From an optimization exercise on the open Yosys and OpenROAD flow, aimed at small area; shortcuts taken in it are not production practice.
At most, simulation tests tie the RTL to the original design; equivalence was not proved.
Function not checked in run 1: the RTL went through the layout flow alone.
Power and IR drop assume default switching activity.

<file path="flow/config.mk">
export PLATFORM = sky130hd
export DESIGN_NAME = tetris_core
export DESIGN_NICKNAME = tetris_core
export VERILOG_FILES = /design/flow/design.v
export SDC_FILE = /design/flow/constraint.sdc
export NUM_CORES = 4
export LEC_CHECK = 0
export ABC_AREA = 1
export CAP_MARGIN = 20
export CORE_MARGIN = 2
export CORE_UTILIZATION = 60
export SLEW_MARGIN = 20
</file>
<file path="flow/constraint.sdc">
create_clock -name core_clock -period 10.0 [get_ports {clk}]
set_input_delay 2.0000 -clock core_clock [delete_from_list [all_inputs] [get_ports {clk}]]
set_output_delay 2.0000 -clock core_clock [all_outputs]
set_load 0.01 [all_outputs]
</file>
<file path="flow/design.v">
package tetris_pkg;
    localparam int board_wide = 10;
    localparam int board_high = 20;
    localparam logic [3:0] spawn_x = 4'd4;
    function automatic logic [15:0] shape_box(input logic [2:0] piece, input logic [1:0] rot);
        case ({piece, rot})
            5'b001_00, 5'b001_10: shape_box = 16'h000F;
            5'b001_01, 5'b001_11: shape_box = 16'h1111;
            5'b010_00, 5'b010_01,
            5'b010_10, 5'b010_11: shape_box = 16'h0033;
            5'b011_00:            shape_box = 16'h0027;
            5'b011_01:            shape_box = 16'h0232;
            5'b011_10:            shape_box = 16'h0072;
            5'b011_11:            shape_box = 16'h0131;
            5'b100_00, 5'b100_10: shape_box = 16'h0036;
            5'b100_01, 5'b100_11: shape_box = 16'h0231;
            5'b101_00, 5'b101_10: shape_box = 16'h0063;
            5'b101_01, 5'b101_11: shape_box = 16'h0132;
            5'b110_00:            shape_box = 16'h0071;
            5'b110_01:            shape_box = 16'h0113;
            5'b110_10:            shape_box = 16'h0047;
            5'b110_11:            shape_box = 16'h0322;
            5'b111_00:            shape_box = 16'h0074;
            5'b111_01:            shape_box = 16'h0311;
            5'b111_10:            shape_box = 16'h0017;
            5'b111_11:            shape_box = 16'h0223;
            default:              shape_box = 16'h0000;
        endcase
    endfunction
    function automatic logic [2:0] shape_width(input logic [2:0] piece, input logic [1:0] rot);
        case (piece)
            3'd1:    shape_width = rot[0] ? 3'd1 : 3'd4;
            3'd2:    shape_width = 3'd2;
            3'd0:    shape_width = 3'd0;
            default: shape_width = rot[0] ? 3'd2 : 3'd3;
        endcase
    endfunction
    function automatic logic [2:0] shape_height(input logic [2:0] piece, input logic [1:0] rot);
        case (piece)
            3'd1:    shape_height = rot[0] ? 3'd4 : 3'd1;
            3'd2:    shape_height = 3'd2;
            3'd0:    shape_height = 3'd0;
            default: shape_height = rot[0] ? 3'd3 : 3'd2;
        endcase
    endfunction
endpackage
module piece_shape (
    input  logic [2:0]       piece,
    input  logic [3:0]       pos_x,
    input  logic [4:0]       pos_y,
    input  logic [1:0]       rot,
    output logic [3:0][9:0]  cols,
    output logic [19:0]      rows
);
    logic [15:0]     box;
    logic [3:0][3:0] pat;
    logic [9:0]      at_x;
    logic [19:0]     at_y;
    assign box = tetris_pkg::shape_box(piece, rot);
    always_comb begin
        for (int c = 0; c < 10; c++) begin
            at_x[c] = pos_x == 4'(c);
        end
        for (int r = 0; r < 20; r++) begin
            at_y[r] = pos_y == 5'(r);
        end
        for (int j = 0; j < 4; j++) begin
            logic [1:0] dy;
            dy     = 2'(j) - pos_y[1:0];
            pat[j] = box[4*dy +: 4];
        end
        for (int j = 0; j < 4; j++) begin
            for (int c = 0; c < 10; c++) begin
                cols[j][c] = 1'b0;
                for (int d = 0; d < 4; d++) begin
                    if (c - d >= 0) begin
                        cols[j][c] = cols[j][c] | (at_x[c - d >= 0 ? c - d : 0] & pat[j][d]);
                    end
                end
            end
        end
        for (int r = 0; r < 20; r++) begin
            rows[r] = 1'b0;
            for (int d = 0; d < 4; d++) begin
                if (r - d >= 0) begin
                    rows[r] = rows[r] | at_y[r - d >= 0 ? r - d : 0];
                end
            end
        end
    end
endmodule
module board_map (
    input  logic              clk,
    input  logic              rst_n,
    input  logic [3:0][9:0]   cols,
    input  logic [19:0]       rows,
    input  logic              land_en,
    input  logic              shift_en,
    input  logic [4:0]        shift_row,
    input  logic              clear_en,
    output logic              hit,
    output logic              full_found,
    output logic [4:0]        full_row,
    input  logic [4:0]        row_sel,
    output logic [9:0]        row_bits
);
    logic [19:0][9:0] fallen;
    logic             valid;
    always_ff @(posedge clk or negedge rst_n) begin
        if (!rst_n) begin
            valid <= 1'b0;
        end else if (clear_en) begin
            valid <= 1'b1;
        end
    end
    always_comb begin
        hit = 1'b0;
        for (int r = 0; r < 20; r++) begin
            hit = hit | (rows[r] & |(fallen[r] & cols[r % 4]));
        end
    end
    always_comb begin
        full_found = 1'b0;
        full_row   = '0;
        for (int r = 0; r < 20; r++) begin
            if (&fallen[r]) begin
                full_found = 1'b1;
                full_row   = 5'(r);
            end
        end
    end
    always_comb begin
        row_bits = '0;
        for (int r = 0; r < 20; r++) begin
            if (row_sel == 5'(r) && valid) begin
                row_bits = fallen[r];
            end
        end
    end
    always_ff @(posedge clk) begin
        for (int r = 0; r < 20; r++) begin
            logic sh;
            logic keep;
            sh   = shift_en && shift_row == 5'(r);
            keep = !sh && !clear_en;
            fallen[r] <= ({10{keep}} & fallen[r])
                       | ({10{sh}} & (r == 0 ? 10'd0 : fallen[r == 0 ? 0 : r - 1]))
                       | ({10{land_en & rows[r]}} & cols[r % 4]);
        end
    end
endmodule
module score_counter (
    input  logic        clk,
    input  logic        rst_n,
    input  logic        clear,
    input  logic        incr,
    output logic [15:0] score
);
    logic [3:0][3:0] digit;
    logic [3:0] at_nine;
    logic [4:0] carry;
    assign score = digit;
    always_comb begin
        carry[0] = 1'b1;
        for (int k = 0; k < 4; k++) begin
            at_nine[k]   = digit[k][3] & digit[k][0];
            carry[k + 1] = carry[k] & at_nine[k];
        end
    end
    always_ff @(posedge clk or negedge rst_n) begin
        if (!rst_n) begin
            digit <= '0;
        end else if (clear) begin
            digit <= '0;
        end else if (incr && !carry[4]) begin
            for (int k = 0; k < 4; k++) begin
                if (carry[k]) begin
                    digit[k] <= at_nine[k] ? 4'd0 : digit[k] + 4'd1;
                end
            end
        end
    end
endmodule
module game_ctrl #(
    parameter int GRAVITY_CYCLES = 3000
) (
    input  logic        clk,
    input  logic        rst_n,
    input  logic [2:0]  cmd,
    input  logic        cmd_req,
    output logic        cmd_ack,
    input  logic [2:0]  next_piece,
    output logic [3:0]  tst_pos_x,
    output logic [4:0]  tst_pos_y,
    output logic [1:0]  tst_rot,
    input  logic        hit,
    output logic        land_en,
    output logic        shift_en,
    output logic [4:0]  shift_row,
    output logic        clear_en,
    input  logic        full_found,
    input  logic [4:0]  full_row,
    output logic        score_clear,
    output logic        score_incr,
    output logic        playing,
    output logic        game_over,
    output logic [2:0]  cur_piece,
    output logic [3:0]  piece_x,
    output logic [4:0]  piece_y,
    output logic [1:0]  piece_rot
);
    localparam int grav_w = $clog2(GRAVITY_CYCLES + 1);
    localparam logic [2:0] st_idle  = 3'b000;
    localparam logic [2:0] st_over  = 3'b001;
    localparam logic [2:0] st_play  = 3'b100;
    localparam logic [2:0] st_land  = 3'b101;
    localparam logic [2:0] st_clear = 3'b110;
    localparam logic [2:0] st_spawn = 3'b111;
    logic [2:0]        state;
    logic              in_play;
    logic              stable;
    logic              pending;
    logic              take;
    logic              do_start;
    logic              grav_fire;
    logic [grav_w-1:0] grav_cnt;
    logic              shifting;
    logic              go_left;
    logic              go_right;
    logic              go_rot;
    logic              go_down;
    logic              wall_ok;
    logic              move_ok;
    logic [2:0]        cur_width;
    logic [2:0]        cur_height;
    logic [2:0]        tst_width;
    logic [2:0]        tst_height;
    assign in_play   = state == st_play;
    assign stable    = !state[2] || state[1:0] == 2'b00;
    assign take      = cmd_req && !cmd_ack && !pending && stable;
    assign do_start  = take && cmd == 3'd0;
    assign grav_fire = in_play && !take && !pending && grav_cnt == grav_w'(GRAVITY_CYCLES - 1);
    assign go_left  = take && cmd == 3'd1;
    assign go_right = take && cmd == 3'd2;
    assign go_rot   = take && cmd == 3'd3;
    assign go_down  = in_play && !go_left && !go_right && !go_rot;
    assign tst_pos_x = go_left ? piece_x - 4'd1 : go_right ? piece_x + 4'd1 : piece_x;
    assign tst_pos_y = piece_y + 5'(go_down);
    assign tst_rot   = piece_rot + 2'(go_rot);
    assign cur_width  = tetris_pkg::shape_width(cur_piece, piece_rot);
    assign cur_height = tetris_pkg::shape_height(cur_piece, piece_rot);
    assign tst_width  = tetris_pkg::shape_width(cur_piece, tst_rot);
    assign tst_height = tetris_pkg::shape_height(cur_piece, tst_rot);
    always_comb begin
        if (go_left) begin
            wall_ok = piece_x != 4'd0;
        end else if (go_right) begin
            wall_ok = 5'(piece_x) + 5'(cur_width) < 5'd10;
        end else if (go_rot) begin
            wall_ok = 5'(piece_x) + 5'(tst_width) <= 5'd10 && 6'(piece_y) + 6'(tst_height) <= 6'd20;
        end else begin
            wall_ok = 6'(piece_y) + 6'(cur_height) < 6'd20;
        end
    end
    assign move_ok = wall_ok && !hit;
    assign land_en     = state == st_land;
    assign shift_en    = state == st_clear && shifting;
    assign clear_en    = do_start;
    assign score_clear = do_start;
    assign score_incr  = state == st_clear && !shifting && full_found;
    assign playing   = state[2];
    assign game_over = state == st_over;
    always_ff @(posedge clk or negedge rst_n) begin
        if (!rst_n) begin
            cmd_ack <= 1'b0;
            pending <= 1'b0;
        end else begin
            if (take) begin
                pending <= 1'b1;
            end else if (stable) begin
                pending <= 1'b0;
            end
            cmd_ack <= (pending && stable) || (cmd_ack && cmd_req);
        end
    end
    always_ff @(posedge clk) begin
        if (!in_play || take || grav_fire) begin
            grav_cnt <= '0;
        end else begin
            grav_cnt <= grav_cnt + 1'b1;
        end
    end
    always_ff @(posedge clk) begin
        if (state == st_land) begin
            shifting <= 1'b0;
        end else if (state == st_clear) begin
            if (shifting) begin
                if (shift_row == 5'd0) begin
                    shifting <= 1'b0;
                end else begin
                    shift_row <= shift_row - 5'd1;
                end
            end else if (full_found) begin
                shifting  <= 1'b1;
                shift_row <= full_row;
            end
        end
    end
    always_ff @(posedge clk or negedge rst_n) begin
        if (!rst_n) begin
            state     <= st_idle;
            cur_piece <= 3'd0;
            piece_x   <= '0;
            piece_y   <= '0;
            piece_rot <= '0;
        end else begin
            case (state)
                st_idle, st_over, st_play: begin
                    if (do_start) begin
                        cur_piece <= next_piece;
                        piece_x   <= tetris_pkg::spawn_x;
                        piece_y   <= '0;
                        piece_rot <= '0;
                        state     <= st_spawn;
                    end else if (in_play && (take || grav_fire)) begin
                        if (move_ok) begin
                            piece_x   <= tst_pos_x;
                            piece_y   <= tst_pos_y;
                            piece_rot <= tst_rot;
                        end else if (go_down) begin
                            state <= st_land;
                        end
                    end
                end
                st_land: begin
                    state <= st_clear;
                end
                st_clear: begin
                    if (!shifting && !full_found) begin
                        cur_piece <= next_piece;
                        piece_x   <= tetris_pkg::spawn_x;
                        piece_y   <= '0;
                        piece_rot <= '0;
                        state     <= st_spawn;
                    end
                end
                st_spawn: begin
                    state <= hit ? st_over : st_play;
                end
                default: begin
                    state <= st_idle;
                end
            endcase
        end
    end
endmodule
module tetris_core (
    input  logic        clk,
    input  logic        rst_n,
    input  logic [2:0]  cmd,
    input  logic        cmd_req,
    output logic        cmd_ack,
    input  logic [2:0]  next_piece,
    output logic        playing,
    output logic        game_over,
    output logic [15:0] score,
    output logic [2:0]  cur_piece,
    output logic [3:0]  piece_x,
    output logic [4:0]  piece_y,
    output logic [1:0]  piece_rot,
    input  logic [4:0]  row_sel,
    output logic [9:0]  row_bits
);
    localparam int GRAVITY_CYCLES = 3000;
    logic             score_clear;
    logic             score_incr;
    logic [3:0]       tst_pos_x;
    logic [4:0]       tst_pos_y;
    logic [1:0]       tst_rot;
    logic [3:0][9:0]  tst_cols;
    logic [19:0]      tst_rows;
    logic             hit;
    logic             land_en;
    logic             shift_en;
    logic [4:0]       shift_row;
    logic             clear_en;
    logic             full_found;
    logic [4:0]       full_row;
    game_ctrl #(
        .GRAVITY_CYCLES(GRAVITY_CYCLES)
    ) i_game_ctrl (
        .clk        (clk),
        .rst_n      (rst_n),
        .cmd        (cmd),
        .cmd_req    (cmd_req),
        .cmd_ack    (cmd_ack),
        .next_piece (next_piece),
        .tst_pos_x  (tst_pos_x),
        .tst_pos_y  (tst_pos_y),
        .tst_rot    (tst_rot),
        .hit        (hit),
        .land_en    (land_en),
        .shift_en   (shift_en),
        .shift_row  (shift_row),
        .clear_en   (clear_en),
        .full_found (full_found),
        .full_row   (full_row),
        .score_clear(score_clear),
        .score_incr (score_incr),
        .playing    (playing),
        .game_over  (game_over),
        .cur_piece  (cur_piece),
        .piece_x    (piece_x),
        .piece_y    (piece_y),
        .piece_rot  (piece_rot)
    );
    piece_shape i_tst_shape (
        .piece(cur_piece),
        .pos_x(tst_pos_x),
        .pos_y(tst_pos_y),
        .rot  (tst_rot),
        .cols (tst_cols),
        .rows (tst_rows)
    );
    board_map i_board_map (
        .clk       (clk),
        .rst_n     (rst_n),
        .cols      (tst_cols),
        .rows      (tst_rows),
        .land_en   (land_en),
        .shift_en  (shift_en),
        .shift_row (shift_row),
        .clear_en  (clear_en),
        .hit       (hit),
        .full_found(full_found),
        .full_row  (full_row),
        .row_sel   (row_sel),
        .row_bits  (row_bits)
    );
    score_counter i_score_counter (
        .clk  (clk),
        .rst_n(rst_n),
        .clear(score_clear),
        .incr (score_incr),
        .score(score)
    );
endmodule
</file>
<file path="flow/run.sh">
#!/bin/bash
# synth_recipe.tcl (not shown) runs the flow's synth.tcl, then flattens the netlist and writes it again
# the make line also repeats each setting of config.mk as NAME=value (left out here)
make -C /OpenROAD-flow-scripts/flow DESIGN_CONFIG=/design/flow/config.mk WORK_HOME=/design/flow/orfs CLKGATE_MAP_FILE= SYNTH_SCRIPT=/design/flow/synth_recipe.tcl finish
</file>
==> metrics.md, run 1 <==
| Metric | Value |
|---|---|
| Crit-path leading delay family | simple AND/OR/NAND/NOR gates |
| Die width | 173.8 um |
| Final Hold Viols | 0 |
| Vias | 21,000 |
| Avg WL per Cell | 23.41 um |
| Final hold slack | 0.4606 ns |
| Die height | ~170 um |
| Most frequent cells in the layout | nand2_1 (1,000), inv_1 (334), nor2_1 (277) |
| CTS tree | built |
| Sequential power share | 28.5% |
| Async set or reset register ratio after synthesis | 14.17% |
| Clock skew | 0.01523 ns |
| Layout cells sized above 1 | 5.152% |
| Hold-fix buffers, CTS | 0 |
| CTS buffer count | 30 |
| Clock Sinks | 254 |
| Residual DRC | 0 |
| Syn_nets | 2,835 |
| Fin cells | 3,239 |
| RSZ-0062 raised after global routing | no |
| Placer Congestion | between 1 and 1.5 |
| Min-delay worst type | register to register |
| Hold depth | 1 |
| Post-DR vias/cell | roughly 6.5 |
| Core region area | about 29,000 sq um |
| Metal3 WL | 11,410 um |
| Final #Nets | around 2,900 |
| Total Power | 7.196 mW |
| Htree depth | 1 |
| Routed wl met2 | 30,920 um |
| CP Capture Type | primary output |
| Synth warnings | 4 |
| CP Buf/Inv Count | 3 |
| CP max-delay cell | clkdlybuf4s50_1 |
| DRT iter0 DRCs | 3,966 |
| Cell variety after synth | 52 |
| P_leak | 8.598 nW |
| GR Util All Layers | 48.66% |
| CP startpoint kind | primary input |
| FF-to-FF path depth | 30 |
| Routed WL | ~76,000 um |
| Initial Util | 60.61% |
| Detail Placement HPWL | between 50,000 and 60,000 um |
| Comb power frac | 54.9% |
| Initial antenna violation count | 1 |
| First-pass GRT wire length | 113,000 um |
| Mapped cell area | 17,300 sq um |
| Area Growth Syn to Fin | 11.00% |
| Post-synth EDFFs | 5 |
| Psw | 3.980 mW |
| Remaining global-route overflow | 0 |
| Internal | 3.216 mW |
| Tcrit/Tclk final | 81.42% |
| Post-CTS sizing | 0 |
| WS Path Type | primary input to primary output |
| Vias in the first global route | 19,320 |
| Clk buf depth | 3 |
| MaxCap Viol Count | 0 |
| Row cnt | between 60 and 70 |
| CP Data Required Time | about 8.0 ns |
| Max layer used | met4 |
| Clock latency on the worst-skew pair | 0.58 ns |
| Power density over the cells | 374.7 nW/um^2 |
| CTS clk-pin slew, worst paths | 0.06 ns |
| Syn avg cell area | 6.221 sq um |
| Setup violators final | 0 |
| ANT nets after route | 0 |
| Worst-Margin Slew | 1.116 ns |
| Max stage delay on crit path | 0.59 ns |
| Largest net degree at the start of global routing | 38 |
| Sequential area share after synthesis | approximately 31% |
| I/O Pins | 57 |
| Number of I/O port buffers | 56 |
| Reg2Reg Setup Slack | 3.71 ns |
| #FFs+latches synth | around 250 |
| Placed insts | 3,181 |
| Full die area | 30,210 sq um |
| Peak Freq | around 0.12 GHz |
| Post-CTS Setup Bufs | 0 |
| Slew Limit Fails | 0 |
| Critical path depth | 15 |
| Worst IR Drop VDD | roughly 210 uV |
| Worst path cell trace | clkdlybuf4s50_1 -> inv_1 -> nand2_1 -> nor2_1 -> nand2_1 -> o22ai_1 -> a211oi_1 -> o2111ai_1 -> o22ai_1 -> o21ai_0 -> nor4_1 -> nand3_1 -> nor3_1 -> nand4_1 -> clkdlybuf4s50_1 |
| Max FO, Critical Path | 10 |
| Setup TNS | 0 ns |
| CP arrival | between 6 and 7 ns |
| Switching Fraction | about 55% |
| Metal-1 WL | about 27,000 um |
| Minimum clock period | 8.142 ns |
| Power share of the clock group | between 15 and 20% |
| Status | complete, no violations |
| 1st-pass router iterations | 10 |
| Worst slew margin | 25.30% |
| Main flop type after synthesis | dfxtp_1 |
| Synth Instances | between 2,000 and 3,000 |
| Root Buffer | clkbuf_16 |
| Commonest non-fill, non-tap cell in the layout | nand2_1 |
-- per-layer routing --
layer  GRT usage [%]  up-vias
li1                -     9323
met5               0        -
met3           16.78      429
met2           70.80     1749
met4           36.66        0
met1           59.25     9500
-- power groups by stage --
stage	logic (mW)	clock network, mW	registers [mW]
CTS	3.68	1.18	2.00
floorplan	2.31	0	1.83
finish	3.95	1.20	2.05
detailed placement	3.66	0	2.01
global placement	3.60	0	2.02
global route	4.11	1.22	2.07
-- Yosys cell counts, types with 29 or more instances --
| cell type | count | area (sq um) |
|---|---|---|
| nand2_1 | 1000 | 3754 |
| ha_1 | 37 | 462.9 |
| a21oi_1 | 59 | 295.3 |
| nand4_1 | 62 | 387.9 |
| inv_2 | 29 | 108.9 |
| dfrtp_1 | 36 | 900.9 |
| o221ai_1 | 90 | 788.3 |
| dfxtp_1 | 213 | 4264 |
| nor3_1 | 40 | 200.2 |
| o211ai_1 | 92 | 690.7 |
| nand2_2 | 29 | 181.4 |
| o21ai_0 | 91 | 455.4 |
| nand3_1 | 174 | 870.8 |
| inv_1 | 334 | 1254 |
| nor2_1 | 277 | 1040 |
| nor4_1 | 31 | 193.9 |
-- state kept, by name, summed over array words and instances (netlist names) --
register	cells
i_board_map.valid	1
i_game_ctrl.pending	1
i_game_ctrl.piece_rot	2
i_game_ctrl.cmd_ack	1
i_game_ctrl.grav_cnt	12
i_game_ctrl.shift_row	5
i_score_counter.digit	16
i_game_ctrl.shifting	1
i_game_ctrl.state	3
i_game_ctrl.piece_x	4
i_game_ctrl.piece_y	5
i_board_map.fallen	200
i_game_ctrl.cur_piece	3
-- logic make-up (layout without fill, tap and decap cells) --
kind of cell             count (synthesis)  after routing  synth area share, %
AO/OA/AOI/OAI                          405            405                15.74
XOR/XNOR                                17             17               0.8606
adder cells (fa/ha/maj)                 40             40                3.023
buffers and inverters                  416            488                9.466
flip-flops                             254            254                30.72
other                                    0              2                    0
AND/OR/NAND/NOR                       1649           1649                40.19
-- path summary, 6_finish.rpt --
check,start,to
worst max register to register,i_game_ctrl.state[2]$_DFFE_PN0P_,i_game_ctrl.piece_y[0]$_DFFE_PN0P_
worst min register to register,i_game_ctrl.grav_cnt[0]$_SDFF_PP0_,i_game_ctrl.grav_cnt[0]$_SDFF_PP0_
worst min-delay path,i_game_ctrl.grav_cnt[0]$_SDFF_PP0_,i_game_ctrl.grav_cnt[0]$_SDFF_PP0_
min in group asynchronous,rst_n,i_score_counter.digit[2]$_DFFE_PN0P_
worst max-delay path,row_sel[1],row_bits[8]
max in group asynchronous,rst_n,i_game_ctrl.piece_x[0]$_DFFE_PN0P_
-- layout make-up --
| cell class | instances | area [sq um] |
|---|---|---|
| multi-input cells | 2111 | 10350 |
| clock inverters | 13 | 146.4 |
| clock buffers | 43 | 923.4 |
| repair buffers | 61 | 593.1 |
| well taps | 384 | 480.5 |
| inverters | 371 | 1393 |
| diodes | 2 | 5.005 |
| fillers | 2645 | 9343 |
| flip-flops and latches | 254 | 5315 |
-- through the flow --
stage                     setup slack [ns]  cell area (sq um)  utilization (%)
after floorplan                      4.260              17300                -
after global placement               2.135              18130            63.51
after detailed placement             2.089              18130            63.51
after CTS                            2.148              19200            67.26
after global routing                 1.860              19200            67.26
final                                1.858              19200            67.27
==> run 2: changes to the inputs <==
--- a/flow/design.v
+++ b/flow/design.v
@@ -55,17 +55,17 @@
     logic [15:0]     box;
-    logic [3:0][3:0] pat;
-    logic [9:0]      at_x;
-    logic [19:0]     at_y;
+    logic [3:0][3:0] turn;
+    logic [9:0]      in_x;
     assign box = tetris_pkg::shape_box(piece, rot);
     always_comb begin
-        for (int c = 0; c < 10; c++) begin
-            at_x[c] = pos_x == 4'(c);
-        end
-        for (int r = 0; r < 20; r++) begin
-            at_y[r] = pos_y == 5'(r);
-        end
         for (int j = 0; j < 4; j++) begin
-            logic [1:0] dy;
-            dy     = 2'(j) - pos_y[1:0];
-            pat[j] = box[4*dy +: 4];
+            for (int i = 0; i < 4; i++) begin
+                logic [1:0] dy;
+                logic [1:0] dx;
+                dy         = 2'(j) - pos_y[1:0];
+                dx         = 2'(i) - pos_x[1:0];
+                turn[j][i] = box[{dy, dx}];
+            end
+        end
+        for (int c = 0; c < 10; c++) begin
+            in_x[c] = pos_x <= 4'(c) && 5'(c) <= 5'(pos_x) + 5'd3;
         end
@@ -73,8 +73,3 @@
             for (int c = 0; c < 10; c++) begin
-                cols[j][c] = 1'b0;
-                for (int d = 0; d < 4; d++) begin
-                    if (c - d >= 0) begin
-                        cols[j][c] = cols[j][c] | (at_x[c - d >= 0 ? c - d : 0] & pat[j][d]);
-                    end
-                end
+                cols[j][c] = in_x[c] & turn[j][c % 4];
             end
@@ -82,8 +77,3 @@
         for (int r = 0; r < 20; r++) begin
-            rows[r] = 1'b0;
-            for (int d = 0; d < 4; d++) begin
-                if (r - d >= 0) begin
-                    rows[r] = rows[r] | at_y[r - d >= 0 ? r - d : 0];
-                end
-            end
+            rows[r] = pos_y <= 5'(r) && 6'(r) <= 6'(pos_y) + 6'd3;
         end
@@ -91,2 +81,20 @@
 endmodule
+module board_row (
+    input  logic       clk,
+    input  logic       keep,      
+    input  logic       pull,      
+    input  logic       put,       
+    input  logic       in_box,    
+    input  logic [9:0] above,
+    input  logic [9:0] cols,      
+    output logic [9:0] cells,
+    output logic       hit,
+    output logic       full
+);
+    always_ff @(posedge clk) begin
+        cells <= ({10{keep}} & cells) | ({10{pull}} & above) | ({10{put}} & cols);
+    end
+    assign hit  = in_box & |(cells & cols);
+    assign full = &cells;
+endmodule
 module board_map (
@@ -100,2 +108,3 @@
     input  logic              clear_en,
+    input  logic              board_ok,
     output logic              hit,
@@ -107,16 +116,21 @@
     logic [19:0][9:0] fallen;
-    logic             valid;
-    always_ff @(posedge clk or negedge rst_n) begin
-        if (!rst_n) begin
-            valid <= 1'b0;
-        end else if (clear_en) begin
-            valid <= 1'b1;
-        end
-    end
-    always_comb begin
-        hit = 1'b0;
-        for (int r = 0; r < 20; r++) begin
-            hit = hit | (rows[r] & |(fallen[r] & cols[r % 4]));
-        end
+    logic [19:0]      row_hit;
+    logic [19:0]      row_full;
+    for (genvar r = 0; r < 20; r++) begin : g_row
+        logic sh;
+        assign sh = shift_en && shift_row == 5'(r);
+        board_row i_row (
+            .clk   (clk),
+            .keep  (!sh && !clear_en),
+            .pull  (r == 0 ? 1'b0 : sh),
+            .put   (land_en & rows[r]),
+            .in_box(rows[r]),
+            .above (fallen[r == 0 ? 0 : r - 1]),
+            .cols  (cols[r % 4]),
+            .cells (fallen[r]),
+            .hit   (row_hit[r]),
+            .full  (row_full[r])
+        );
     end
+    assign hit = |row_hit;
     always_comb begin
@@ -125,3 +139,3 @@
         for (int r = 0; r < 20; r++) begin
-            if (&fallen[r]) begin
+            if (row_full[r]) begin
                 full_found = 1'b1;
@@ -131,19 +145,10 @@
     end
+    logic [19:0] pick;
     always_comb begin
-        row_bits = '0;
         for (int r = 0; r < 20; r++) begin
-            if (row_sel == 5'(r) && valid) begin
-                row_bits = fallen[r];
-            end
+            pick[r] = row_sel == 5'(r) && board_ok;
         end
-    end
-    always_ff @(posedge clk) begin
+        row_bits = '0;
         for (int r = 0; r < 20; r++) begin
-            logic sh;
-            logic keep;
-            sh   = shift_en && shift_row == 5'(r);
-            keep = !sh && !clear_en;
-            fallen[r] <= ({10{keep}} & fallen[r])
-                       | ({10{sh}} & (r == 0 ? 10'd0 : fallen[r == 0 ? 0 : r - 1]))
-                       | ({10{land_en & rows[r]}} & cols[r % 4]);
+            row_bits = row_bits | ({10{pick[r]}} & fallen[r]);
         end
@@ -199,2 +204,3 @@
     output logic [4:0]  shift_row,
+    output logic        board_ok,
     output logic        clear_en,
@@ -211,3 +217,4 @@
 );
-    localparam int grav_w = $clog2(GRAVITY_CYCLES + 1);
+    localparam int grav_w = 12;
+    localparam logic [11:0] grav_last = 12'h489;
     localparam logic [2:0] st_idle  = 3'b000;
@@ -233,6 +240,2 @@
     logic              move_ok;
-    logic [2:0]        cur_width;
-    logic [2:0]        cur_height;
-    logic [2:0]        tst_width;
-    logic [2:0]        tst_height;
     assign in_play   = state == st_play;
@@ -241,3 +244,3 @@
     assign do_start  = take && cmd == 3'd0;
-    assign grav_fire = in_play && !take && !pending && grav_cnt == grav_w'(GRAVITY_CYCLES - 1);
+    assign grav_fire = in_play && !take && !pending && grav_cnt == grav_last;
     assign go_left  = take && cmd == 3'd1;
@@ -246,10 +249,41 @@
     assign go_down  = in_play && !go_left && !go_right && !go_rot;
-    assign tst_pos_x = go_left ? piece_x - 4'd1 : go_right ? piece_x + 4'd1 : piece_x;
-    assign tst_pos_y = piece_y + 5'(go_down);
-    assign tst_rot   = piece_rot + 2'(go_rot);
-    assign cur_width  = tetris_pkg::shape_width(cur_piece, piece_rot);
-    assign cur_height = tetris_pkg::shape_height(cur_piece, piece_rot);
-    assign tst_width  = tetris_pkg::shape_width(cur_piece, tst_rot);
-    assign tst_height = tetris_pkg::shape_height(cur_piece, tst_rot);
+    logic [3:0] flip_x;
+    logic [4:0] flip_y;
+    logic [1:0] flip_r;
+    always_comb begin
+        flip_x[0] = go_left | go_right;
+        for (int k = 1; k < 4; k++) begin
+            flip_x[k] = flip_x[k-1] & (go_right ? piece_x[k-1] : !piece_x[k-1]);
+        end
+        flip_y[0] = go_down;
+        for (int k = 1; k < 5; k++) begin
+            flip_y[k] = flip_y[k-1] & piece_y[k-1];
+        end
+        flip_r = {go_rot & piece_rot[0], go_rot};
+    end
+    assign tst_pos_x = piece_x ^ flip_x;
+    assign tst_pos_y = piece_y ^ flip_y;
+    assign tst_rot   = piece_rot ^ flip_r;
+    logic is_i;
+    logic is_o;
+    logic flat;
+    assign is_i = cur_piece == 3'd1;
+    assign is_o = cur_piece == 3'd2;
+    assign flat = !piece_rot[0];
     always_comb begin
+        logic [3:0] x_max_right;    
+        logic [3:0] x_max_turn;     
+        logic [4:0] y_max_turn;     
+        logic [4:0] y_max_down;     
+        if (is_i && flat) begin
+            x_max_right = 4'd5; x_max_turn = 4'd9; y_max_turn = 5'd16; y_max_down = 5'd18;
+        end else if (is_i) begin
+            x_max_right = 4'd8; x_max_turn = 4'd6; y_max_turn = 5'd19; y_max_down = 5'd15;
+        end else if (is_o) begin
+            x_max_right = 4'd7; x_max_turn = 4'd8; y_max_turn = 5'd18; y_max_down = 5'd17;
+        end else if (flat) begin
+            x_max_right = 4'd6; x_max_turn = 4'd8; y_max_turn = 5'd17; y_max_down = 5'd17;
+        end else begin
+            x_max_right = 4'd7; x_max_turn = 4'd7; y_max_turn = 5'd18; y_max_down = 5'd16;
+        end
         if (go_left) begin
@@ -257,7 +291,7 @@
         end else if (go_right) begin
-            wall_ok = 5'(piece_x) + 5'(cur_width) < 5'd10;
+            wall_ok = piece_x <= x_max_right;
         end else if (go_rot) begin
-            wall_ok = 5'(piece_x) + 5'(tst_width) <= 5'd10 && 6'(piece_y) + 6'(tst_height) <= 6'd20;
+            wall_ok = piece_x <= x_max_turn && piece_y <= y_max_turn;
         end else begin
-            wall_ok = 6'(piece_y) + 6'(cur_height) < 6'd20;
+            wall_ok = piece_y <= y_max_down;
         end
@@ -267,2 +301,3 @@
     assign shift_en    = state == st_clear && shifting;
+    assign board_ok    = state != st_idle;
     assign clear_en    = do_start;
@@ -285,23 +320,18 @@
     end
+    assign shifting  = grav_cnt[5];
+    assign shift_row = grav_cnt[4:0];
     always_ff @(posedge clk) begin
-        if (!in_play || take || grav_fire) begin
+        if (state == st_clear) begin
             grav_cnt <= '0;
-        end else begin
-            grav_cnt <= grav_cnt + 1'b1;
-        end
-    end
-    always_ff @(posedge clk) begin
-        if (state == st_land) begin
-            shifting <= 1'b0;
-        end else if (state == st_clear) begin
             if (shifting) begin
-                if (shift_row == 5'd0) begin
-                    shifting <= 1'b0;
-                end else begin
-                    shift_row <= shift_row - 5'd1;
-                end
-            end else if (full_found) begin
-                shifting  <= 1'b1;
-                shift_row <= full_row;
+                grav_cnt[5]   <= shift_row != 5'd0;
+                grav_cnt[4:0] <= shift_row - 5'd1;
+            end else begin
+                grav_cnt[5]   <= full_found;
+                grav_cnt[4:0] <= full_row;
             end
+        end else if (!in_play || take || grav_fire) begin
+            grav_cnt <= '0;
+        end else begin
+            grav_cnt <= {grav_cnt[10:0], ~(grav_cnt[11] ^ grav_cnt[10] ^ grav_cnt[9] ^ grav_cnt[3])};
         end
@@ -386,2 +416,3 @@
     logic             clear_en;
+    logic             board_ok;
     logic             full_found;
@@ -404,2 +435,3 @@
         .shift_row  (shift_row),
+        .board_ok   (board_ok),
         .clear_en   (clear_en),
@@ -433,2 +465,3 @@
         .clear_en  (clear_en),
+        .board_ok  (board_ok),
         .hit       (hit),
==> flow/flow/run.sh (new file) <==
#!/bin/bash
# Standard ORFS layout with an area-oriented ABC mapping (no adder
# extraction, no buffering or upsizing in ABC), small port buffers and a
# clock tree without dummy loads.
set -uo pipefail
here=$(pwd)
export FLOW_ABC_SCRIPT=$here/flow/area.script
bash standard.sh \
  SYNTH_SCRIPT=$here/flow/synth.tcl \
  ADDER_MAP_FILE= \
  "BUFFER_PORTS_ARGS=-buffer_cell sky130_fd_sc_hd__buf_1" \
  "CTS_ARGS=-sink_clustering_enable -repair_clock_nets -dont_use_dummy_load -buf_list sky130_fd_sc_hd__clkbuf_8 -sink_clustering_size 20 -sink_clustering_max_diameter 60" \
  finish > $here/orfs_make.log 2>&1
==> flow/flow/area.script (new file) <==
strash
dc2
resub -K 8
dc2
&get -n
&st
&dch
&nf -R 1000 -p -C 32
&put
==> flow/flow/synth.tcl (new file) <==
# synth_recipe.tcl with one change: the ABC mapping script is the area
# script beside this file instead of ORFS's speed script
proc synth {args} { yosys synth -nofsm -noshare {*}$args }
proc abc {args} {
  set i [lsearch -exact $args -script]
  if { $i >= 0 } {
    lset args [expr {$i + 1}] $::env(FLOW_ABC_SCRIPT)
  }
  yosys abc {*}$args
}
source $::env(SCRIPTS_DIR)/synth.tcl
# left out here: clear keep_hierarchy, flatten, clean up, hide names made inside functions, write 1_2_yosys.v
==> flow/standard.sh (new file) <==
#!/bin/bash
# synth_recipe.tcl (not shown) runs the flow's synth.tcl, then flattens the netlist and writes it again
# the make line also repeats each setting of config.mk as NAME=value (left out here)
make -C /OpenROAD-flow-scripts/flow DESIGN_CONFIG=/design/flow/config.mk WORK_HOME=/design/flow/orfs CLKGATE_MAP_FILE= SYNTH_SCRIPT=/design/flow/synth_recipe.tcl "${@:-finish}"
--- a/flow/config.mk
+++ b/flow/config.mk
@@ -7,6 +7,8 @@
 export LEC_CHECK = 0
-export ABC_AREA = 1
 export CAP_MARGIN = 20
+export CELL_PAD_IN_SITES_DETAIL_PLACEMENT = 1
+export CELL_PAD_IN_SITES_GLOBAL_PLACEMENT = 1
 export CORE_MARGIN = 2
-export CORE_UTILIZATION = 60
+export CORE_UTILIZATION = 40
+export GPL_TIMING_DRIVEN = 0
 export SLEW_MARGIN = 20
removed: flow/run.sh
==> metrics.md, run 2 <==
| Metric | Value |
|---|---|
| Status | complete, no violations |
| Count leader, synth | dfxtp_1 |
| Top post-synthesis cells by area | dfxtp_1 (32%), a222oi_1 (15%), dfrtp_1 (6.6%) |
| Launch point of the worst path | cmd_req |
| P_leak | 4.841 nW (-44%) |
| Yosys top cell by area | dfxtp_1 |
| Reg-to-reg critical path endpoint | i_game_ctrl.piece_x[3]$_DFFE_PN0P_ |
| Biggest registers after layout | i_board_map.g_row.i_row.cells (200), i_score_counter.digit (16), i_game_ctrl.grav_cnt (12) |
| CTS tree | built |
| Die height | 186.4 um (+7.2%) |
| Setup TNS | 0 ns (unchanged) |
| Die width | 186.4 um (+7.2%) |
| Main flop type after synthesis | dfxtp_1 |
| Layout cells sized above 1 | 6.023% (+0.87 points) |
| Pre-CTS setup slack | -0.7874 ns (-2.877 ns) |
| Full die area | 34,730 sq um (+15%) |
| Residual DRC | 0 (unchanged) |
| CP startpoint kind | primary input |
| WS Path Type | primary input to register |
| Diode count | 0 (-2) |
| Commonest cells post-synth | dfxtp_1 (212), a222oi_1 (205), nor2_1 (185) |
| Root Buffer | clkbuf_8 |
| #FFs+latches synth | 247 (-2.8%) |
| Fin cells | 2,119 (-35%) |
| Register area | 5120 sq um (-3.7%) |
| Final hold slack | 0.4615 ns (+0.0009450 ns) |
| CTS clk-pin slew, worst paths | 0.08 ns (+0.02 ns) |
| Core region area | 32,620 sq um (+14%) |
| Cell Area, Placed | 14,420 sq um (-20%) |
| Placed insts | 2,091 (-34%) |
| Peak Freq | 0.1070 GHz (-13%) |
| Async set or reset register ratio after synthesis | 14.17% (about the same) |
| GR Util All Layers | 45.40% (-3.3 points) |
| Power density over the cells | 287.7 nW/um^2 (-23%) |
| Final Hold Viols | 0 (unchanged) |
| I/O Pins | 57 (unchanged) |
| Final #Nets | 1,693 (-41%) |
| Area of the multi-input gates | 7955 sq um (-23%) |
| Synth Instances | 1,569 (-44%) |
| Synth warnings | 5 (+1) |
| Tcrit/Tclk final | 93.45% (+12 points) |
| Post-route worst setup slack | 0.6552 ns (-1.203 ns) |
| RSZ-0062 raised after global routing | no |
| Post-DR vias/cell | 7.929 (+22%) |
| Worst slew margin | 15.30% (-10 points) |
| First-pass GRT wire length | 115,700 um (+2.3%) |
| Util after Layout | 45.57% (-22 points) |
| Htree depth | 1 (unchanged) |
| CTS buffer count | 28 (-6.7%) |
| DRT iter0 DRCs | 3,861 (-2.6%) |
| Clock Sinks | 247 (-2.8%) |
| ANT nets after route | 0 (unchanged) |
| CP arrival | 9.87 ns (+3.73 ns) |
| Max FO, Critical Path | 22 (+12) |
| MaxCap Viol Count | 0 (unchanged) |
| Worst-Margin Slew | 1.266 ns (+0.1495 ns) |
| Syn_nets | 1,583 (-44%) |
| Worst reg2reg startpoint | i_game_ctrl.state[1]$_DFFE_PN0P_ |
| Most frequent cells in the layout | dfxtp_1 (212), a222oi_1 (205), nor2_1 (172) |
| Worst IR Drop VDD | 537.1 uV (+150%) |
| Detail Placement HPWL | 61,040 um (+11%) |
| Minimum clock period | 9.345 ns (+1.203 ns) |
| Yosys top cell area share | 31.91% (+7.3 points) |
| Remaining global-route overflow | 0 (unchanged) |
| Avg WL per Cell | 38.69 um (+65%) |
| Vias in the first global route | 15,920 (-18%) |
| Post-synth EDFFs | 0 (-5) |
| Vias | 16,800 (-20%) |
| Initial antenna violation count | 1 (unchanged) |
| Final instance area | 14,870 sq um (-23%) |
| Reg2Reg Setup Slack | 1.48 ns (-2.23 ns) |
| Total Power | 4.277 mW (-41%) |
| Post-CTS Setup Bufs | 0 (unchanged) |
| Clock skew | 0.07841 ns (+0.06318 ns) |
| Cell variety after synth | 48 (-7.7%) |
| Fillers | 3,936 (+49%) |
| Initial Util | 40.78% (-20 points) |
| Slew Limit Fails | 0 (unchanged) |
| Clk buf depth | 3 (unchanged) |
| Largest Register | i_board_map.g_row.i_row.cells |
| Row cnt | 66 (+6.5%) |
| Largest net degree at the start of global routing | 31 (-18%) |
| Area Growth Syn to Fin | 11.76% |
| 1st-pass router iterations | 12 (+2) |
| Commonest non-fill, non-tap cell in the layout | dfxtp_1 |
| Max FFs per register | 200 (unchanged) |
| Clock latency on the worst-skew pair | 0.67 ns (+0.09 ns) |
| Placer Congestion | 1.093 (+0.66%) |
| Setup violators final | 0 (unchanged) |
| FF-to-FF path depth | 25 (-17%) |
| Min-delay worst type | register to register |
| End point of the critical path | i_game_ctrl.piece_x[3]$_DFFE_PN0P_ |
| Sequential area share after synthesis | 38.49% (+7.8 points) |
| Routed WL | 81,980 um (+8.1%) |
| Syn avg cell area | 8.478 sq um (+36%) |
| CP Capture Type | register |
| CP Data Required Time | 10.52 ns (+2.52 ns) |
| Mapped cell area | 13,300 sq um (-23%) |
| Number of I/O port buffers | 56 (unchanged) |
-- run 2: cell types whose count changed after synthesis, moves of 37 or more --
cell / before / now
o211ai_1: 92 / 4
a221o_1: 0 / 62
o221ai_1: 90 / 0
clkinv_1: 8 / 115
a22oi_1: 3 / 78
nor3_1: 40 / 106
ha_1: 37 / 0
nand2_1: 1000 / 148
nand3_1: 174 / 20
inv_1: 334 / 0
a222oi_1: 0 / 205
nor2_1: 277 / 185
-- run 2: where the power goes --
group	switching, mW	total (mW)	internal [mW]
clock	0.376	0.622	0.246
sequential	0.207	1.27	1.07
combinational	1.92	2.38	0.457
-- run 2: critical path, cell delays in order --
cell and delay (ns):
buf_1 0.09, nor3b_1 0.47, nand2_1 0.20, or3_1 0.46
nor2_1 0.16, o21bai_1 0.25, xor2_2 0.55, nor2_1 0.32
nand2b_1 0.28, nand2_1 0.13, nor2_1 0.07, xnor2_1 0.25
nand2_2 0.52, nor2_1 0.13, a21oi_1 0.71, nor2_1 0.40
a222oi_1 0.42, nand4_1 0.18, a222oi_1 0.41, nand3_1 0.12
a221oi_1 0.26, o31ai_1 0.18, nor2_1 0.23, a31oi_1 0.10
or3_1 0.62, o31ai_1 0.36
-- run 2: worst min-delay path by stage --
| stage | to | startpoint | cells after the start | slack (ns) |
|---|---|---|---|---|
| finish | i_game_ctrl.grav_cnt[7]$_SDFF_PP0_ | i_game_ctrl.grav_cnt[6]$_SDFF_PP0_ | 1 | 0.46 |
| global route | i_game_ctrl.grav_cnt[7]$_SDFF_PP0_ | i_game_ctrl.grav_cnt[6]$_SDFF_PP0_ | 1 | 0.47 |
| CTS | i_game_ctrl.grav_cnt[7]$_SDFF_PP0_ | i_game_ctrl.grav_cnt[6]$_SDFF_PP0_ | 1 | 0.47 |
| detailed placement | i_game_ctrl.grav_cnt[8]$_SDFF_PP0_ | i_game_ctrl.grav_cnt[7]$_SDFF_PP0_ | 1 | 0.45 |
| global placement | i_game_ctrl.grav_cnt[7]$_SDFF_PP0_ | i_game_ctrl.grav_cnt[6]$_SDFF_PP0_ | 1 | 0.44 |
| floorplan | i_game_ctrl.grav_cnt[8]$_SDFF_PP0_ | i_game_ctrl.grav_cnt[7]$_SDFF_PP0_ | 1 | 0.43 |
-- run 2: what timing repair did --
item	in CTS	in global routing
gates resized for setup	1	6
endpoints found under the setup margin	11	13
hold buffers	0	0
-- run 2: kinds of logic (layout without fill, tap and decap cells) --
logic type / count (synthesis) / count (layout) / share of synthesized area, %
AO/OA/AOI/OAI: 553 / 553 / 34.10
XOR/XNOR: 20 / 20 / 1.317
buffers and inverters: 115 / 223 / 3.245
flip-flops: 247 / 247 / 38.49
multiplexers: 3 / 3 / 0.2540
AND/OR/NAND/NOR: 631 / 631 / 22.59
-- run 2: final cells by class --
cell class / instances / area share [%]
Clock buffer: 28 / 2.592
Inverter: 115 / 2.904
Multi-Input combinational cell: 1207 / 53.51
Sequential cell: 247 / 34.44
Tap cell: 442 / 3.720
Timing Repair Buffer: 80 / 2.828
-- run 2: metal layers --
layer,GRT usage (%),vias to the layer above,wire length (um)
met4,30.06,4,7030
met5,1.923,-,110
met2,63.02,1538,31780
met1,58.13,8174,30220
li1,-,6666,-
met3,17.30,419,12840
==> run 3: changes to the inputs <==
--- a/flow/config.mk
+++ b/flow/config.mk
@@ -12,3 +12,2 @@
 export CORE_UTILIZATION = 40
-export GPL_TIMING_DRIVEN = 0
 export SLEW_MARGIN = 20
==> metrics.md, run 3 <==
| Metric | Value |
|---|---|
| Setup TNS | 0 ns (unchanged) |
| Hold-fix buffers, CTS | 0 (unchanged) |
| Count leader, synth | dfxtp_1 |
| Slew Limit Fails | 0 (unchanged) |
| Initial antenna violation count | 6 (+5) |
| Clock Sinks | 247 (unchanged) |
| Status | complete, no violations |
| Worst IR Drop VDD | 443.3 uV (-17%) |
| Final instance area | 15,080 sq um (+1.5%) |
| CP startpoint kind | primary input |
| Yosys top cell area share | 31.91% (unchanged) |
| Area Growth Syn to Fin | 13.39% |
| Peak Freq | 0.1097 GHz (+2.5%) |
| Biggest registers after layout | i_board_map.g_row.i_row.cells (200), i_score_counter.digit (16), i_game_ctrl.grav_cnt (12) |
| Placed insts | 2,134 (+2.1%) |
| Synth Instances | 1,569 (unchanged) |
| Async set or reset register ratio after synthesis | 14.17% (unchanged) |
| CP Data Required Time | 10.53 ns (about the same) |
| Fin cells | 2,169 (+2.4%) |
| Max FFs per register | 200 (unchanged) |
| Die height | 186.4 um (unchanged) |
| Vias | 17,240 (+2.6%) |
| Final Hold Viols | 0 (unchanged) |
| Remaining global-route overflow | 0 (unchanged) |
| Tcrit/Tclk final | 91.17% (-2.3 points) |
| 1st-pass router iterations | 12 (unchanged) |
| Syn_nets | 1,583 (unchanged) |
| Full die area | 34,730 sq um (unchanged) |
| Max FO, Critical Path | 22 (unchanged) |
| MaxCap Viol Count | 0 (unchanged) |
| Final hold slack | 0.4629 ns (+0.001360 ns) |
| Worst-Margin Slew | 1.207 ns (-0.05878 ns) |
| Post-CTS Setup Bufs | 0 (unchanged) |
| Row cnt | 66 (unchanged) |
| ANT nets after route | 0 (unchanged) |
| DRT iter0 DRCs | 4,180 (+8.3%) |
| Cell Area, Placed | 14,630 sq um (+1.5%) |
| Cell variety after synth | 48 (unchanged) |
| Power density over the cells | 298.1 nW/um^2 (+3.6%) |
| Min-delay worst type | register to register |
| CTS clk-pin slew, worst paths | 0.08 ns (about the same) |
| Avg WL per Cell | 39.64 um (+2.5%) |
| CTS tree | built |
| Clock skew | 0.07263 ns (-0.005779 ns) |
| Number of I/O port buffers | 56 (unchanged) |
| Total Power | 4.496 mW (+5.1%) |
| Layout cells sized above 1 | 6.562% (+0.54 points) |
| Sequential area share after synthesis | 38.49% (unchanged) |
| Htree depth | 1 (unchanged) |
| Minimum clock period | 9.117 ns (-0.2276 ns) |
| #FFs+latches synth | 247 (unchanged) |
| RSZ-0062 raised after global routing | no |
| Commonest cells post-synth | dfxtp_1 (212), a222oi_1 (205), nor2_1 (185) |
| Setup violators final | 0 (unchanged) |
| WS Path Type | primary input to register |
| Placer Congestion | 1.111 (+1.6%) |
| Worst slew margin | 18.91% (+3.6 points) |
| Largest Register | i_board_map.g_row.i_row.cells |
| Vias in the first global route | 16,520 (+3.8%) |
| Root Buffer | clkbuf_8 |
| Post-DR vias/cell | 7.946 (+0.22%) |
| Core region area | 32,620 sq um (unchanged) |
| Mapped cell area | 13,300 sq um (unchanged) |
| Routed WL | 85,980 um (+4.9%) |
| Top post-synthesis cells by area | dfxtp_1 (32%), a222oi_1 (15%), dfrtp_1 (6.6%) |
| GR Util All Layers | 48.02% (+2.6 points) |
| Final #Nets | 1,738 (+2.7%) |
| Reg2Reg Setup Slack | 1.71 ns (+0.23 ns) |
| Most frequent cells in the layout | dfxtp_1 (212), a222oi_1 (205), nor2_1 (185) |
| Synth warnings | 5 (unchanged) |
| Initial Util | 40.78% (unchanged) |
| Syn avg cell area | 8.478 sq um (unchanged) |
| Yosys top cell by area | dfxtp_1 |
| P_leak | 5.038 nW (+4.1%) |
| Die width | 186.4 um (unchanged) |
| First-pass GRT wire length | 121,300 um (+4.9%) |
| Main flop type after synthesis | dfxtp_1 |
| I/O Pins | 57 (unchanged) |
| Clk buf depth | 3 (unchanged) |
| Clock latency on the worst-skew pair | 0.68 ns (about the same) |
| CP arrival | 9.65 ns (-0.22 ns) |
| Post-synth EDFFs | 0 (unchanged) |
| CP Capture Type | register |
| Commonest non-fill, non-tap cell in the layout | dfxtp_1 |
| Detail Placement HPWL | 63,330 um (+3.8%) |
| CTS buffer count | 30 (+7.1%) |
| Largest net degree at the start of global routing | 44 (+42%) |
| Residual DRC | 0 (unchanged) |
-- run 3: area by class of cell --
type	instances	area [sq um]
inverter	115	431.7
multi-input combinational	1207	7839
antenna	5	12.51
timing repair buffer	123	714.4
fill	3982	17540
sequential	247	5120
tap	442	553.0
clock buffer	30	412.9
-- run 3: cell families after synthesis --
group | count (synthesis) | synth area share [%]
buf+inv | 115 | 3.245
compound gates | 553 | 34.10
simple gates | 631 | 22.59
flops | 247 | 38.49
xor+xnor | 20 | 1.317
mux | 3 | 0.2540
-- run 3: where the power goes --
part | total, mW | leakage, nW | switching (mW) | internal, mW
Combinational | 2.55 | 2.65 | 1.94 | 0.609
Clock | 0.652 | 0.216 | 0.389 | 0.263
Sequential | 1.29 | 2.17 | 0.224 | 1.07
-- run 3: path summary, 6_finish.rpt --
kind | cells after the start | endpoint | from
worst max register to register | 27 | i_game_ctrl.piece_x[2]$_DFFE_PN0P_ | i_game_ctrl.state[1]$_DFFE_PN0P_
min in group asynchronous | 1 | i_score_counter.digit[15]$_DFFE_PN0P_ | rst_n
worst max-delay path | 28 | i_game_ctrl.piece_x[2]$_DFFE_PN0P_ | cmd_req
max in group asynchronous | 1 | i_game_ctrl.cur_piece[0]$_DFFE_PN0P_ | rst_n
worst min register to register | 1 | i_game_ctrl.grav_cnt[7]$_SDFF_PP0_ | i_game_ctrl.grav_cnt[6]$_SDFF_PP0_
worst min-delay path | 1 | i_game_ctrl.grav_cnt[7]$_SDFF_PP0_ | i_game_ctrl.grav_cnt[6]$_SDFF_PP0_
-- run 3: metal layers --
layer,GRT usage (%),share of wire (%),up-vias
met5,1.923,0.14,-
met4,28.43,7.9,6
met3,20.74,16,466
met2,67.25,39,1610
met1,60.76,37,8393
li1,-,-,6760
-- run 3: critical path, stage by stage --
cell and delay (ns):
buf_1 0.09, nor3b_1 0.50, nand2_1 0.21, or3_1 0.42, nor2_1 0.15, o21bai_1 0.27
xor2_2 0.55, nor2_1 0.29, nand2b_1 0.26, nand2_1 0.13, nor2_1 0.07, xnor2_1 0.45
nand2_1 0.32, buf_4 0.27, nand2_1 0.07, nand2_1 0.47, nor2_1 1.11, a22oi_1 0.22
nand4_1 0.18, a222oi_1 0.11, nand3_1 0.12, a221oi_1 0.06, o31ai_1 0.12, nor2_1 0.16
a31oi_1 0.14, or3_1 0.59, a31oi_1 0.09, a21o_1 0.19
-- run 3: metrics by stage --
stage | worst slack [ns] | util, %
floorplan | 1.522 | -
global placement | 0.7070 | 44.86
detailed placement | 0.2688 | 44.86
CTS | 0.8331 | 46.12
global route | 0.3370 | 46.20
finish | 0.8829 | 46.24
-- run 3: what timing repair did --
action / in CTS / in global routing
gates resized for setup: 0 / 1
hold endpoints to repair: 0 / 0
setup endpoints to repair: 0 / 3
==> run 4: changes to the inputs <==
--- a/flow/flow/run.sh
+++ b/flow/flow/run.sh
@@ -11,3 +11,3 @@
   "BUFFER_PORTS_ARGS=-buffer_cell sky130_fd_sc_hd__buf_1" \
-  "CTS_ARGS=-sink_clustering_enable -repair_clock_nets -dont_use_dummy_load -buf_list sky130_fd_sc_hd__clkbuf_8 -sink_clustering_size 20 -sink_clustering_max_diameter 60" \
+  "CTS_ARGS=-sink_clustering_enable -repair_clock_nets -dont_use_dummy_load -buf_list sky130_fd_sc_hd__clkbuf_8 -sink_clustering_size 12 -sink_clustering_max_diameter 90" \
   finish > $here/orfs_make.log 2>&1
--- a/flow/config.mk
+++ b/flow/config.mk
@@ -12,2 +12,3 @@
 export CORE_UTILIZATION = 40
+export GPL_TIMING_DRIVEN = 0
 export SLEW_MARGIN = 20
==> metrics.md, run 4 <==
| Metric | Value |
|---|---|
| CTS tree | built |
| Max FFs per register | 200 (unchanged) |
| Peak Freq | 0.1036 GHz (-5.5%) |
| Tcrit/Tclk final | 96.49% (+5.3 points) |
| Post-route worst setup slack | 0.3507 ns (-0.5322 ns) |
| Syn avg cell area | 8.478 sq um (unchanged) |
| Setup violators final | 0 (unchanged) |
| Reg2Reg Setup Slack | 1.21 ns (-0.50 ns) |
| Initial antenna violation count | 1 (-5) |
| Pre-CTS setup slack | -0.7874 ns (-1.056 ns) |
| CTS buffer count | 24 (-20%) |
| Die height | 186.4 um (unchanged) |
| Main flop type after synthesis | dfxtp_1 |
| RSZ-0062 raised after global routing | no |
| Largest Register | i_board_map.g_row.i_row.cells |
| FF-to-FF path depth | 23 (-15%) |
| Sequential area share after synthesis | 38.49% (unchanged) |
| ANT nets after route | 0 (unchanged) |
| CP Data Required Time | 10.53 ns (about the same) |
| Routed WL | 82,460 um (-4.1%) |
| Row cnt | 66 (unchanged) |
| Largest net degree at the start of global routing | 31 (-30%) |
| Clk buf depth | 3 (unchanged) |
| Hold depth | 1 (unchanged) |
| Commonest cells post-synth | dfxtp_1 (212), a222oi_1 (205), nor2_1 (185) |
| Avg WL per Cell | 38.99 um (-1.6%) |
| Final Hold Viols | 0 (unchanged) |
| Async set or reset register ratio after synthesis | 14.17% (unchanged) |
| DRT iter0 DRCs | 4,148 (-0.77%) |
| CP Capture Type | register |
| Detail Placement HPWL | 61,040 um (-3.6%) |
| Clock latency on the worst-skew pair | 0.64 ns (-0.04 ns) |
| Htree depth | 1 (unchanged) |
| Total Power | 4.254 mW (-5.4%) |
| CTS clk-pin slew, worst paths | 0.08 ns (about the same) |
| Worst path cell trace | buf_1 -> nor3b_1 -> nand2_1 -> or3_1 -> nor2_1 -> o21bai_1 -> xor2_2 -> nor2_1 -> nand2b_1 -> nand2_1 -> nor2_1 -> xnor2_1 -> and2_0 -> nand2_1 -> nand2_4 -> nor2_1 -> a222oi_1 -> a41oi_1 -> nor4_2 -> o31ai_1 -> nor2_1 -> a31oi_1 -> or3_1 -> o31ai_1 |
| Yosys top cell by area | dfxtp_1 |
| Power density over the cells | 287.3 nW/um^2 (-3.6%) |
| Core region area | 32,620 sq um (unchanged) |
| Worst-Margin Slew | 1.319 ns (+0.1115 ns) |
| Diode count | 0 (-5) |
| Clock Sinks | 247 (unchanged) |
| Worst IR Drop VDD | 535.6 uV (+21%) |
| CP arrival | 10.18 ns (+0.53 ns) |
| Area Growth Syn to Fin | 11.33% |
| Commonest non-fill, non-tap cell in the layout | dfxtp_1 |
| Initial Util | 40.78% (unchanged) |
| Vias | 16,810 (-2.5%) |
| Residual DRC | 0 (unchanged) |
| MaxCap Viol Count | 0 (unchanged) |
| Crit-path leading delay family | simple AND/OR/NAND/NOR gates |
| Placer Congestion | 1.093 (-1.6%) |
| Count leader, synth | dfxtp_1 |
| I/O Pins | 57 (unchanged) |
| Syn_nets | 1,583 (unchanged) |
| Biggest registers after layout | i_board_map.g_row.i_row.cells (200), i_score_counter.digit (16), i_game_ctrl.grav_cnt (12) |
| Synth warnings | 5 (unchanged) |
| Crit-path most repeated cell | nor2_1 |
| Mapped cell area | 13,300 sq um (unchanged) |
| Die width | 186.4 um (unchanged) |
| WS Path Type | primary input to register |
| Critical path depth | 24 (-14%) |
| CP Buf/Inv Count | 1 (-1) |
| Cell variety after synth | 48 (unchanged) |
| Number of I/O port buffers | 56 (unchanged) |
| Yosys top cell area share | 31.91% (unchanged) |
| Hold-fix buffers, CTS | 0 (unchanged) |
| P_leak | 4.812 nW (-4.5%) |
| Post-DR vias/cell | 7.947 (about the same) |
| Full die area | 34,730 sq um (unchanged) |
| 1st-pass router iterations | 11 (-1) |
| Max FO, Critical Path | 22 (unchanged) |
| Remaining global-route overflow | 0 (unchanged) |
| Worst slew margin | 11.17% (-7.7 points) |
| Status | complete, no violations |
| Layout cells sized above 1 | 5.738% (-0.82 points) |
| Post-synth EDFFs | 0 (unchanged) |
| Final #Nets | 1,689 (-2.8%) |
| GR Util All Layers | 45.75% (-2.3 points) |
| CP max-delay cell | or3_1 |
| Root Buffer | clkbuf_8 |
| First-pass GRT wire length | 116,000 um (-4.4%) |
| Setup TNS | 0 ns (unchanged) |
| Top post-synthesis cells by area | dfxtp_1 (32%), a222oi_1 (15%), dfrtp_1 (6.6%) |
| Fillers | 3,930 (-1.3%) |
| CP startpoint kind | primary input |
| Vias in the first global route | 15,910 (-3.7%) |
| Max stage delay on crit path | 0.63 ns (-0.48 ns) |
| #FFs+latches synth | 247 (unchanged) |
| Minimum clock period | 9.649 ns (+0.5322 ns) |
| Synth Instances | 1,569 (unchanged) |
| Most frequent cells in the layout | dfxtp_1 (212), a222oi_1 (205), nor2_1 (172) |
| Slew Limit Fails | 0 (unchanged) |
| Clock skew | 0.05248 ns (-0.02014 ns) |
| Min-delay worst type | register to register |
-- run 4: cells by family after synthesis --
family	count (synthesis)	synth area share (%)
mux	3	0.2540
compound gates	553	34.10
flops	247	38.49
simple gates	631	22.59
xor+xnor	20	1.317
buf+inv	115	3.245
-- run 4: where the power goes --
part	total, mW	switching (mW)	leakage, nW	internal, mW
clock network	0.594	0.380	0.173	0.214
logic	2.39	1.93	2.47	0.456
registers	1.27	0.207	2.17	1.07
-- run 4: area by class of cell --
class	instances	area, sq um	area share (%)
clock buffer	24	330.3	2.231
inverter	115	431.7	2.915
multi-input combinational	1207	7953	53.70
sequential	247	5120	34.58
tap	442	553.0	3.735
timing repair buffer	80	420.4	2.839
-- run 4: path summary, 6_finish.rpt --
| check | from | endpoint |
|---|---|---|
| max | cmd_req | i_game_ctrl.piece_x[3]$_DFFE_PN0P_ |
| min in group asynchronous | rst_n | i_game_ctrl.cur_piece[0]$_DFFE_PN0P_ |
| max in group asynchronous | rst_n | i_score_counter.digit[12]$_DFFE_PN0P_ |
| max reg2reg | i_game_ctrl.state[1]$_DFFE_PN0P_ | i_game_ctrl.piece_x[3]$_DFFE_PN0P_ |
| min reg2reg | i_game_ctrl.grav_cnt[6]$_SDFF_PP0_ | i_game_ctrl.grav_cnt[7]$_SDFF_PP0_ |
| min | i_game_ctrl.grav_cnt[6]$_SDFF_PP0_ | i_game_ctrl.grav_cnt[7]$_SDFF_PP0_ |
-- run 4: per-stage QoR --
stage | cell area (sq um) | utilization (%) | hold WS, ns | instances
after floorplan | 13300 | - | 0.4312 | 1569
after global placement | 14060 | 43.12 | 0.4420 | 2067
after detailed placement | 14420 | 44.20 | 0.4528 | 2091
after CTS | 14750 | 45.22 | 0.4730 | 2115
after global routing | 14810 | 45.40 | 0.4849 | 2115
final | 14810 | 45.40 | 0.4703 | 2115
-- run 4: layer usage --
layer | part of all wire, % | vias up | global-route usage, %
met5 | 0 | - | 0
met4 | 8.8 | 0 | 29.42
met3 | 16 | 424 | 17.32
met2 | 38 | 1538 | 63.25
met1 | 37 | 8181 | 59.34
li1 | - | 6665 | -
-- run 4: worst reg2reg max path: stages, from the launching register on --
cell,delay [ns]
dfrtp_1,0.53
o21ai_0,0.58
nand2_1,0.23
or3_1,0.46
nor2_1,0.16
o21bai_1,0.26
xor2_2,0.56
nor2_1,0.32
nand2b_1,0.28
nand2_1,0.13
nor2_1,0.07
xnor2_1,0.53
and2_0,0.28
nand2_1,0.62
nand2_4,0.55
nor2_1,0.32
a222oi_1,0.57
a41oi_1,0.22
nor4_2,0.55
o31ai_1,0.19
nor2_1,0.23
a31oi_1,0.10
or3_1,0.63
o31ai_1,0.37
-- run 4: timing repair --
| item | in CTS | in global routing |
|---|---|---|
| buffers inserted | 0 | 0 |
| resized for setup | 1 | 5 |
| hold endpoints to repair | 0 | 0 |
| setup endpoints to repair | 11 | 13 |
==> run 5: changes to the inputs <==
--- a/flow/config.mk
+++ b/flow/config.mk
@@ -13,2 +13,3 @@
 export GPL_TIMING_DRIVEN = 0
+export SETUP_SLACK_MARGIN = 0.9
 export SLEW_MARGIN = 20
==> metrics.md, run 5 <==
| Metric | Value |
|---|---|
| Largest net degree at the start of global routing | 31 (unchanged) |
| Hold-fix buffers, CTS | 0 (unchanged) |
| #FFs+latches synth | 247 (unchanged) |
| Detail Placement HPWL | 61,040 um (unchanged) |
| Worst-Margin Slew | 1.254 ns (-0.06477 ns) |
| Yosys top cell area share | 31.91% (unchanged) |
| Area Growth Syn to Fin | 11.84% |
| Row cnt | 66 (unchanged) |
| Power density over the cells | 287.5 nW/um^2 (about the same) |
| Number of I/O port buffers | 56 (unchanged) |
| Core region area | 32,620 sq um (unchanged) |
| Setup violators final | 0 (unchanged) |
| Clock latency on the worst-skew pair | 0.65 ns (about the same) |
| GR Util All Layers | 45.79% (about the same) |
| 1st-pass router iterations | 14 (+3) |
| Min-delay worst type | register to register |
| CP Data Required Time | 10.51 ns (-0.02 ns) |
| Cell variety after synth | 48 (unchanged) |
| Count leader, synth | dfxtp_1 |
| Final instance area | 14,880 sq um (+0.46%) |
| Placed insts | 2,091 (unchanged) |
| Crit-path leading delay family | simple AND/OR/NAND/NOR gates |
| Post-synth EDFFs | 0 (unchanged) |
| Yosys top cell by area | dfxtp_1 |
| ANT nets after route | 0 (unchanged) |
| Max stage delay on crit path | 0.71 ns (+0.08 ns) |
| CP arrival | 9.16 ns (-1.02 ns) |
| Clock skew | 0.05377 ns (+0.001283 ns) |
| Slew Limit Fails | 0 (unchanged) |
| Main flop type after synthesis | dfxtp_1 |
| Worst IR Drop VDD | 538.6 uV (+0.56%) |
| CP Buf/Inv Count | 1 (unchanged) |
| RSZ-0062 raised after global routing | no |
| Worst slew margin | 16.10% (+4.9 points) |
| Clock Sinks | 247 (unchanged) |
| CP Capture Type | register |
| Routed WL | 82,550 um (+0.11%) |
| CTS clk-pin slew, worst paths | 0.09 ns (about the same) |
| Remaining global-route overflow | 0 (unchanged) |
| Top post-synthesis cells by area | dfxtp_1 (32%), a222oi_1 (15%), dfrtp_1 (6.6%) |
| Placer Congestion | 1.093 (unchanged) |
| Critical path depth | 23 (-4.2%) |
| Die height | 186.4 um (unchanged) |
| Syn_nets | 1,583 (unchanged) |
| Max FFs per register | 200 (unchanged) |
| Register area | 5120 sq um (unchanged) |
| Sequential area share after synthesis | 38.49% (unchanged) |
| Fin cells | 2,118 (+0.14%) |
| Setup TNS | 0 ns (unchanged) |
| Residual DRC | 0 (unchanged) |
| Post-DR vias/cell | 7.952 (about the same) |
| Crit-path most repeated cell | nor2_1 |
| Final Hold Viols | 0 (unchanged) |
| Tcrit/Tclk final | 86.53% (-10 points) |
| Minimum clock period | 8.653 ns (-0.9966 ns) |
| CTS tree | built |
| Largest Register | i_board_map.g_row.i_row.cells |
| Status | complete, no violations |
| Worst path cell trace | buf_1 -> nor3b_2 -> nand3_1 -> or3_1 -> nand2_1 -> nor3_1 -> xnor2_2 -> nand2_1 -> nand2_2 -> nor2_1 -> a21oi_2 -> nor2_1 -> a222oi_1 -> nand4_1 -> a21oi_1 -> nand3_1 -> a221oi_1 -> o31ai_1 -> nor2_1 -> a31oi_1 -> or3_1 -> a31oi_1 -> a21oi_1 |
| CP max-delay cell | xnor2_2 |
| Most frequent cells in the layout | dfxtp_1 (212), a222oi_1 (205), nor2_1 (171) |
| Full die area | 34,730 sq um (unchanged) |
| Initial Util | 40.78% (unchanged) |
| Hold depth | 1 (unchanged) |
| CTS buffer count | 24 (unchanged) |
| Commonest non-fill, non-tap cell in the layout | dfxtp_1 |
| WS Path Type | primary input to register |
| Max FO, Critical Path | 22 (unchanged) |
| Synth Instances | 1,569 (unchanged) |
| I/O Pins | 57 (unchanged) |
| Layout cells sized above 1 | 6.276% (+0.54 points) |
[run 5: cell types whose count changed in the layout (fill, tap and decap cells not counted), sizes merged]
cell	before	now
diode	0	3
[run 5: worst paths after layout]
check	endpoint	slack, ns	startpoint
setup / recovery	i_game_ctrl.piece_x[0]$_DFFE_PN0P_	1.35	cmd_req
hold / removal	i_game_ctrl.grav_cnt[7]$_SDFF_PP0_	0.47	i_game_ctrl.grav_cnt[6]$_SDFF_PP0_
setup reg to reg	i_game_ctrl.piece_x[0]$_DFFE_PN0P_	2.04	i_game_ctrl.state[1]$_DFFE_PN0P_
hold reg to reg	i_game_ctrl.grav_cnt[7]$_SDFF_PP0_	0.47	i_game_ctrl.grav_cnt[6]$_SDFF_PP0_
max in group asynchronous	i_score_counter.digit[12]$_DFFE_PN0P_	8.35	rst_n
min in group asynchronous	i_game_ctrl.cur_piece[0]$_DFFE_PN0P_	1.20	rst_n
[run 5: logic make-up after synthesis]
group | after synthesis | synth area share (%)
buffers and inverters | 115 | 3.245
flip-flops | 247 | 38.49
AO/OA/AOI/OAI | 553 | 34.10
XOR/XNOR | 20 | 1.317
multiplexers | 3 | 0.2540
AND/OR/NAND/NOR | 631 | 22.59
[run 5: through the flow]
stage | setup slack [ns] | hold WS (ns)
after global placement | -2.424 | 0.4420
after CTS | 0.9871 | 0.4730
final | 1.347 | 0.4702
after global routing | 1.022 | 0.4849
after floorplan | 1.522 | 0.4312
after detailed placement | -0.7874 | 0.4528
[run 5: repair_timing]
item                       in CTS  in global routing
setup endpoints to repair      13                 11
gates cloned                    0                  0
resized for setup              10                 10
pin swaps                       0                  0
buffers inserted                0                  0
[run 5: final cells by class]
cell class                 count  share of cell area, %
antenna                        3                0.05046
timing repair buffer          80                  2.826
tap                          442                  3.717
clock buffer                  24                  2.220
sequential                   247                  34.42
multi-input combinational   1207                  53.87
inverter                     115                  2.902
[run 5: worst reg2reg max path, stage by stage (launching register included)]
cell and delay [ns]:
dfrtp_1 0.52, o21ai_0 0.59, nand3_1 0.19, or3_1 0.46, nand2_1 0.27, nor3_1 0.17
xnor2_2 0.71, nand2_1 0.41, nand2_2 0.41, nor2_1 0.11, a21oi_2 0.65, nor2_1 0.40
a222oi_1 0.43, nand4_1 0.42, a21oi_1 0.28, nand3_1 0.09, a221oi_1 0.26, o31ai_1 0.17
nor2_1 0.23, a31oi_1 0.10, or3_1 0.62, a31oi_1 0.30, a21oi_1 0.06
[run 5: power breakdown]
part / leakage (nW) / internal, mW / total [mW] / switching [mW]
logic: 2.49 / 0.464 / 2.41 / 1.95
registers: 2.17 / 1.07 / 1.28 / 0.210
clock network: 0.173 / 0.214 / 0.591 / 0.378
[run 5: layer usage]
metal  track usage [%]  up-vias  share of wire (%)
li1                  -     6667                  -
met1             58.51     8261                 37
met2             63.63     1497                 39
met3             18.34      418                 16
met4             29.17        0                8.4
met5             1.099        -                  0

Setup slack of run 5, layout unchanged: 1.347 ns with ideal ports, 1.374 ns with driving cells assumed (clock clkbuf_16, inputs buf_2), 0.707 ns with port delays also shifted by the 0.667 ns mid clock arrival.
